Context: an optimization exercise on an open-source flow, tuned for small area, a short achievable clock period and few clock cycles per item. The choices shown serve that exercise and are no tape-out recipe.
The RTL of this run was laid out without a check of its function.

File: design/flow/design.v
module aes_sbox_lane (
    input  logic        clk_i,
    input  logic [7:0]  s0_i,
    input  logic [7:0]  s1_i,
    input  logic [15:0] rnd_i,
    output logic [7:0]  s0_o,
    output logic [7:0]  s1_o
);
    function automatic logic [7:0] gmul(input logic [7:0] a, input logic [7:0] b);
        logic [7:0] p, x;
        p = '0;
        x = a;
        for (int i = 0; i < 8; i++) begin
            p = b[i] ? p ^ x : p;
            x = {x[6:0], 1'b0} ^ (x[7] ? 8'h1b : 8'h00);
        end
        gmul = p;
    endfunction
    function automatic logic [7:0] sq(input logic [7:0] a);
        sq[0] = a[0] ^ a[4] ^ a[6];
        sq[1] = a[4] ^ a[6] ^ a[7];
        sq[2] = a[1] ^ a[5];
        sq[3] = a[4] ^ a[5] ^ a[6] ^ a[7];
        sq[4] = a[2] ^ a[4] ^ a[7];
        sq[5] = a[5] ^ a[6];
        sq[6] = a[3] ^ a[5];
        sq[7] = a[6] ^ a[7];
    endfunction
    function automatic logic [7:0] p4(input logic [7:0] a);
        p4[0] = a[0] ^ a[2] ^ a[3] ^ a[5] ^ a[6] ^ a[7];
        p4[1] = a[2] ^ a[3] ^ a[4] ^ a[5] ^ a[6];
        p4[2] = a[4] ^ a[5] ^ a[7];
        p4[3] = a[2] ^ a[3] ^ a[4];
        p4[4] = a[1] ^ a[2] ^ a[4] ^ a[5] ^ a[6];
        p4[5] = a[3] ^ a[6];
        p4[6] = a[4] ^ a[7];
        p4[7] = a[3] ^ a[5] ^ a[6] ^ a[7];
    endfunction
    function automatic logic [7:0] p16(input logic [7:0] a);
        p16[0] = a[0] ^ a[4] ^ a[5] ^ a[6];
        p16[1] = a[1];
        p16[2] = a[1] ^ a[2] ^ a[4] ^ a[6] ^ a[7];
        p16[3] = a[1] ^ a[3] ^ a[4] ^ a[6] ^ a[7];
        p16[4] = a[1] ^ a[5] ^ a[6];
        p16[5] = a[2] ^ a[3] ^ a[7];
        p16[6] = a[1] ^ a[2] ^ a[3] ^ a[4] ^ a[7];
        p16[7] = a[2] ^ a[3] ^ a[5];
    endfunction
    function automatic logic [7:0] lin(input logic [7:0] a);
        lin[0] = a[0] ^ a[4] ^ a[5] ^ a[6] ^ a[7];
        lin[1] = a[0] ^ a[1] ^ a[5] ^ a[6] ^ a[7];
        lin[2] = a[0] ^ a[1] ^ a[2] ^ a[6] ^ a[7];
        lin[3] = a[0] ^ a[1] ^ a[2] ^ a[3] ^ a[7];
        lin[4] = a[0] ^ a[1] ^ a[2] ^ a[3] ^ a[4];
        lin[5] = a[1] ^ a[2] ^ a[3] ^ a[4] ^ a[5];
        lin[6] = a[2] ^ a[3] ^ a[4] ^ a[5] ^ a[6];
        lin[7] = a[3] ^ a[4] ^ a[5] ^ a[6] ^ a[7];
    endfunction
    function automatic logic [7:0] to_t(input logic [7:0] a);
        to_t[0] = a[0] ^ a[5] ^ a[7];
        to_t[1] = a[2];
        to_t[2] = a[2] ^ a[3] ^ a[4] ^ a[5] ^ a[6] ^ a[7];
        to_t[3] = a[3] ^ a[4];
        to_t[4] = a[4] ^ a[5] ^ a[6];
        to_t[5] = a[1] ^ a[4] ^ a[6] ^ a[7];
        to_t[6] = a[2] ^ a[3] ^ a[5] ^ a[7];
        to_t[7] = a[5] ^ a[7];
    endfunction
    function automatic logic [7:0] lin_from_t(input logic [7:0] a);
        lin_from_t[0] = a[0] ^ a[2] ^ a[6];
        lin_from_t[1] = a[0] ^ a[1] ^ a[2] ^ a[3] ^ a[4] ^ a[5];
        lin_from_t[2] = a[0] ^ a[3] ^ a[5] ^ a[6];
        lin_from_t[3] = a[0] ^ a[2] ^ a[5];
        lin_from_t[4] = a[0] ^ a[1] ^ a[3] ^ a[4] ^ a[5];
        lin_from_t[5] = a[1] ^ a[2] ^ a[3] ^ a[5] ^ a[6] ^ a[7];
        lin_from_t[6] = a[4] ^ a[6] ^ a[7];
        lin_from_t[7] = a[1] ^ a[2];
    endfunction
    function automatic logic [3:0] g16_lsq(input logic [3:0] a);
        g16_lsq[0] = a[2];
        g16_lsq[1] = a[1] ^ a[2] ^ a[3];
        g16_lsq[2] = a[1];
        g16_lsq[3] = a[0] ^ a[2] ^ a[3];
    endfunction
    function automatic logic [3:0] g16_sq(input logic [3:0] a);
        g16_sq[0] = a[0] ^ a[2];
        g16_sq[1] = a[2];
        g16_sq[2] = a[1] ^ a[3];
        g16_sq[3] = a[3];
    endfunction
    function automatic logic [3:0] g16_mul(input logic [3:0] a, input logic [3:0] b);
        logic [3:0] p, x;
        p = '0;
        x = a;
        for (int i = 0; i < 4; i++) begin
            p = b[i] ? p ^ x : p;
            x = {x[2:0], 1'b0} ^ (x[3] ? 4'h3 : 4'h0);
        end
        g16_mul = p;
    endfunction
    function automatic logic [3:0] g16_inv(input logic [3:0] a);
        case (a)
            4'd0: g16_inv = 4'd0;
            4'd1: g16_inv = 4'd1;
            4'd2: g16_inv = 4'd9;
            4'd3: g16_inv = 4'd14;
            4'd4: g16_inv = 4'd13;
            4'd5: g16_inv = 4'd11;
            4'd6: g16_inv = 4'd7;
            4'd7: g16_inv = 4'd6;
            4'd8: g16_inv = 4'd15;
            4'd9: g16_inv = 4'd2;
            4'd10: g16_inv = 4'd12;
            4'd11: g16_inv = 4'd5;
            4'd12: g16_inv = 4'd10;
            4'd13: g16_inv = 4'd4;
            4'd14: g16_inv = 4'd3;
            4'd15: g16_inv = 4'd8;
            default: g16_inv = 4'd0;
        endcase
    endfunction
    function automatic logic [7:0] sbox(input logic [7:0] a);
        logic [7:0] t;
        logic [3:0] d, di;
        t    = to_t(a);
        d    = g16_lsq(t[7:4]) ^ g16_mul(t[7:4], t[3:0]) ^ g16_sq(t[3:0]);
        di   = g16_inv(d);
        sbox = lin_from_t({g16_mul(t[7:4], di), g16_mul(t[7:4] ^ t[3:0], di)}) ^ 8'h63;
    endfunction
    logic [7:0]  x, x2, x3, h1;
    logic [7:0]  h1_q, x3_q, x2_q, x_q;
    logic [15:0] r_q;
    logic [7:0]  h2, h3, zc, zd, t, u;
    logic [7:0]  h3_q, x2b_q, t_q, u_q;
    logic [7:0]  l4;
    always_comb begin
        x  = s0_i ^ s1_i;
        x2 = sq(x);
        x3 = gmul(x2, x);
        h1 = gmul(sq(s1_i), x) ^ rnd_i[7:0];
    end
    always_ff @(posedge clk_i) begin
        h1_q <= h1;
        x3_q <= x3;
        x2_q <= x2;
        x_q  <= x;
        r_q  <= rnd_i;
    end
    always_comb begin
        zc = r_q[7:0] ^ {r_q[11:8], r_q[15:12]};
        zd = r_q[15:8] ^ {r_q[4:0], r_q[7:5]};
        h2 = gmul(p4(h1_q), x3_q) ^ r_q[15:8];
        h3 = gmul(p16(h2), p4(x3_q)) ^ zc;
        t  = lin(zd) ^ 8'h63;
        u  = t ^ sbox(x_q);
    end
    always_ff @(posedge clk_i) begin
        h3_q  <= h3;
        x2b_q <= x2_q;
        t_q   <= t;
        u_q   <= u;
    end
    always_comb begin
        l4   = lin(gmul(h3_q, x2b_q));
        s1_o = l4 ^ t_q;
        s0_o = l4 ^ u_q;
    end
endmodule
module aes_sbox_lanes (
    input  logic        clock,
    input  logic        reset,
    input  logic        in_valid,
    output logic        in_ready,
    input  logic [31:0] in_share0,
    input  logic [31:0] in_share1,
    input  logic        rnd_valid,
    output logic        rnd_ready,
    input  logic [63:0] rnd_data,
    input  logic [63:0] prng_seed,
    output logic        out_valid,
    input  logic        out_ready,
    output logic [31:0] out_share0,
    output logic [31:0] out_share1,
    output logic [3:0]  credits_used
);
    localparam int LAT = 2;    
    logic              accept, pop, push;
    logic [31:0]       core_o0, core_o1;
    logic [LAT-1:0]    v_q;
    logic [3:0]        cred_q, cnt_q;
    logic [2:0]        wr_q, rd_q;
    logic [63:0]       mem_q [8];
    logic              unused_seed;
    assign unused_seed  = ^prng_seed;
    assign accept       = in_valid & rnd_valid & in_ready;
    assign rnd_ready    = accept;
    assign in_ready     = ~cred_q[3] & ~reset;
    assign credits_used = cred_q;
    for (genvar l = 0; l < 4; l++) begin : g_lane
        aes_sbox_lane u_lane (
            .clk_i (clock),
            .s0_i  (in_share0[8*l +: 8]),
            .s1_i  (in_share1[8*l +: 8]),
            .rnd_i (rnd_data[16*l +: 16]),
            .s0_o  (core_o0[8*l +: 8]),
            .s1_o  (core_o1[8*l +: 8])
        );
    end
    assign push       = v_q[LAT-1];
    assign out_valid  = (cnt_q != 4'd0) & ~reset;
    assign pop        = out_valid & out_ready;
    assign out_share0 = mem_q[rd_q][31:0];
    assign out_share1 = mem_q[rd_q][63:32];
    always_ff @(posedge clock) begin
        if (reset) begin
            v_q    <= '0;
            cred_q <= '0;
            cnt_q  <= '0;
            wr_q   <= '0;
            rd_q   <= '0;
        end else begin
            v_q    <= {v_q[LAT-2:0], accept};
            cred_q <= cred_q + 4'(accept) - 4'(pop);
            cnt_q  <= cnt_q + 4'(push) - 4'(pop);
            wr_q   <= wr_q + 3'(push);
            rd_q   <= rd_q + 3'(pop);
        end
    end
    always_ff @(posedge clock) begin
        if (push) mem_q[wr_q] <= {core_o1, core_o0};
    end
endmodule
File: design/flow/constraint.sdc
create_clock -name core_clock -period 9.0 [get_ports {clock}]
set_input_delay 1.8000 -clock core_clock [delete_from_list [all_inputs] [get_ports {clock}]]
set_output_delay 1.8000 -clock core_clock [all_outputs]
set_load 0.01 [all_outputs]
File: design/flow/config.mk
export PLATFORM = sky130hd
export DESIGN_NAME = aes_sbox_lanes
export DESIGN_NICKNAME = aes_sbox_lanes
export VERILOG_FILES = /design/flow/design.v
export SDC_FILE = /design/flow/constraint.sdc
export NUM_CORES = 4
export LEC_CHECK = 0
export CAP_MARGIN = 20
export CORE_MARGIN = 2
export CORE_UTILIZATION = 40
export SLEW_MARGIN = 20
File: design/flow/run.sh
#!/bin/bash
# synth_recipe.tcl (not shown) runs the flow's synth.tcl, then flattens the netlist and writes it again
# the make line also repeats each setting of config.mk as NAME=value (left out here)
make -C /OpenROAD-flow-scripts/flow DESIGN_CONFIG=/design/flow/config.mk WORK_HOME=/design/flow/orfs CLKGATE_MAP_FILE= SYNTH_SCRIPT=/design/flow/synth_recipe.tcl finish
==> metrics.cfg <==
[sta]
worstMarginPinSlew_ns=1.07
rsz0062_at_grt=no
hold-worst-slack_ns=0.322
fin_skew_ns=0.0715
finalMaxSlewViolations=0
period_needed_ns=5.47
setup_tns_ns=0
max_freq_mhz=183
finalSetupViolCount=0
finalCritPeriodShare_pct=60.8
relSlewSlack_pct=28.6
hold_violations=0

[clocking]
hold_buffers=0
clk_pin_slew_worst_paths_ns=0.06
h-tree-depth=3
numCtsBuffers=93
root_buffer=clkbuf_16
cts_buffer_depth=3
cts_tree=yes
cts_setup_buffers=0
clkLatencyLatePin_ns=0.72
cts.repair.resized=0
cts_sinks=848

[synth]
yosys_most_used_dff=edfxtp_1
synth_fa_ha_area_share_pct=0.931
syn_area_per_cell_um2=9.69
synth_top_family_by_area=XOR/XNOR gates
yosys.cell_types.count=87
syn-num-nets=6813
async_flop_share_pct=0
yosys.area_share.simple_pct=10.7
synth.area.mux_share_pct=7.65
yosysSeqAreaShare_pct=34.7
synth_edf_count=512
postSynthCellCount=6573
synth_compound_area_share_pct=8.85
netlist_area_um2=63700
yosysWarningCount=2
ys_ff_latch=848
synthXorXnorAreaFrac_pct=33.6

[floorplanning]
die_w_um=403
pin_count=268
initial_utilization_pct=40.3
dieArea_um2=162000
die_h_um=403
rows=146
core_area_um2=158000

[setup_path]
cp-start-kind=primary input
cp_common_cell=xnor2_1
path_class=primary input to flop
cp_slowest_cell=clkdlybuf4s50_1
path_cells=clkdlybuf4s50_1 > xnor2_2 > buf_4 > clkinv_1 > nand2_1 > and2_1 > xor2_1 > xnor2_1 > xnor2_1 > xnor2_1 > a211oi_1 > a21oi_1 > xnor2_1
critPathRequiredTime_ns=9.60
cp-end-kind=flop
worstPathArrival_ns=6.07
worst_path_largest_cell_delay_ns=0.69
cp_max_fo=30

[drt]
via_count=45600
drc=0
wl_um=158000
drtIter0Drc=3493
antenna_left=0
routedWlPerCell_um=18.2
dr.pass1.iters=5
via_per_inst=5.26

[finish]
antenna_cells=0
fin_nets=6753
syn_to_final_growth_pct=11.1
drive_above_1_share_pct=8.16

[run_status]
status=no timing/DRC/antenna violations

[global_routing]
grt_max_degree=52
first_global_vias=43400
grt_pass1_wl_um=248000
antenna_found_initial=2
gr-total-overflow=0
gr-usage-all-layers_pct=18.9

[placement]
place_congestion=0.876
portBuffers=203
post-dp-hpwl_um=109000

[run]
maxCapViolCount=0

[min_path]
hold_class=flop to flop

==> state kept, by name (all words and copies together), names as in the netlist, 32 cells and up <==
register             count
mem_q                  512
g_lane.u_lane.r_q       64
g_lane.u_lane.h1_q      32
g_lane.u_lane.h3_q      32
g_lane.u_lane.t_q       32
g_lane.u_lane.u_q       32
g_lane.u_lane.x2_q      32
g_lane.u_lane.x2b_q     32
g_lane.u_lane.x3_q      32
g_lane.u_lane.x_q       32
==> critical path: cells and delay by family <==
| kind | cells | cell delay (ns) |
|---|---|---|
| buffers and inverters | 3 | 1.59 |
| AOI/OAI and AO/OA | 2 | 0.35 |
| and+or+nand+nor | 2 | 0.62 |
| xor gates and xnor gates | 6 | 1.68 |
==> final cells by class <==
cell class              instances  area, um2
clock buffers                 127       2600
clock inverters                48        642
fillers                     14900      87500
inverters                     131        492
multi-input cells            5157      39700
flip-flops and latches        848      22100
well taps                    2072       2590
repair buffers                282       2640
==> layout by cell type, fill, tap and decap left out, drive strengths merged, types with 12 or more instances in the layout <==
cell / n
a21oi: 280
mux2: 82
nand2b: 36
clkinv: 33
clkbuf: 127
mux2i: 91
inv: 130
xnor3: 79
buf: 79
a221oi: 26
clkdlybuf4s50: 203
nor2: 565
edfxtp: 512
xor3: 22
nand3: 85
o221ai: 17
mux4: 135
and2: 19
nor3: 77
o211ai: 38
nor2b: 40
o311ai: 14
xnor2: 1643
o22ai: 84
dfxtp: 336
a211oi: 52
o21a: 12
xor2: 505
a22oi: 40
ha: 41
a31oi: 34
nand3b: 17
o21ai: 227
nor3b: 12
nand2: 744
==> metrics by stage <==
| stage | setup WS (ns) | std cells | cell area, um2 | util, % |
|---|---|---|---|---|
| 6_report | 3.53 | 8665 | 70700 | 44.7 |
| 3_5_place_dp | 2.92 | 8490 | 67400 | 42.6 |
| 2_1_floorplan | 3.60 | 6573 | 63700 | - |
| 4_1_cts | 3.43 | 8665 | 70700 | 44.7 |
| 5_1_grt | 3.10 | 8665 | 70700 | 44.7 |
| 3_3_place_gp | 2.89 | 8489 | 67400 | 42.6 |
==> Yosys cell counts (10+ instances only) <==
cell type,count,share of area [%]
xnor2_1,1624,22
nand2_1,744,4.4
nor2_1,565,3.3
edfxtp_1,512,24
xor2_1,497,6.8
dfxtp_1,336,11
clkbuf_1,326,1.9
a21oi_1,280,2.2
o21ai_0,225,1.8
mux4_2,135,4.8
inv_1,118,0.70
mux2i_1,91,1.4
nand3_1,85,0.67
o22ai_1,84,0.83
mux2_2,82,1.4
nor3_1,77,0.61
xnor3_1,76,2.7
buf_1,58,0.34
a211oi_1,50,0.59
buf_2,44,0.35
ha_1,41,0.81
a22oi_1,40,0.47
nor2b_1,40,0.39
o211ai_1,38,0.45
nand2b_1,36,0.35
a31oi_1,34,0.33
a221oi_1,26,0.36
xor3_1,20,0.75
and2_1,19,0.19
nand3b_1,17,0.20
o221ai_1,17,0.23
o311ai_0,13,0.18
xnor2_2,13,0.33
nor3b_1,12,0.14
o21a_1,12,0.14
o31ai_1,11,0.13
or3_1,11,0.11
a32oi_1,10,0.14
o32ai_1,10,0.14
==> worst paths after layout <==
path | startpoint | endpoint | slack, ns | cells past startpoint
setup / recovery | in_share1[23] | g_lane[2].u_lane.x3_q[4] | 3.53 | 13
hold / removal | g_lane[3].u_lane.x2_q[4] | g_lane[3].u_lane.x2b_q[4] | 0.32 | 0
setup reg to reg | g_lane[3].u_lane.x_q[4] | g_lane[3].u_lane.u_q[5] | 3.63 | 16
hold reg to reg | g_lane[3].u_lane.x2_q[4] | g_lane[3].u_lane.x2b_q[4] | 0.32 | 0
==> cells by family (layout without fill, tap and decap cells) <==
family                     after synthesis  after routing
muxes                                  308            308
xor gates and xnor gates              2249           2249
buffers and inverters                  568            588
AOI/OAI and AO/OA                      914            914
adders and majority gates               47             47
DFF                                    848            848
and+or+nand+nor                       1639           1639
==> metal layers <==
metal	wire (um)	share of wire, %	track usage, %	vias up
met1	74000	47	27.0	22100
met3	8300	5.3	2.72	176
met5	0	0	0	-
met4	3510	2.2	4.90	0
li1	-	-	-	22200
met2	72200	46	30.1	1155

## afterwards: timing with drivers on the ports
The flow's constraints put no driver on any port. The routed layout listed below was extracted and timed again, unchanged, in two steps. Step 1 assumes that a clkbuf_16 drives the clock port and a buf_2 every other input. Step 2, shift: input delay + t, output delay - t, t = (earliest + latest rising clock arrival at the registers) / 2. This alone moves slack from input paths to output paths. Slacks: no drivers / after step 1 / after step 2; pairs: no drivers / after step 1.
t (ns): 0.761
slack for setup (ns): 3.531 / 3.472 / 2.817
latest minus earliest clock arrival (ns): 0.072 / 0.072
slew at the worst register clock pin (ns): 0.08 / 0.08
After both steps setup and hold are still met in this run. The setup slack of this run moves by -0.059 ns with the drivers and by -0.714 ns with both steps.
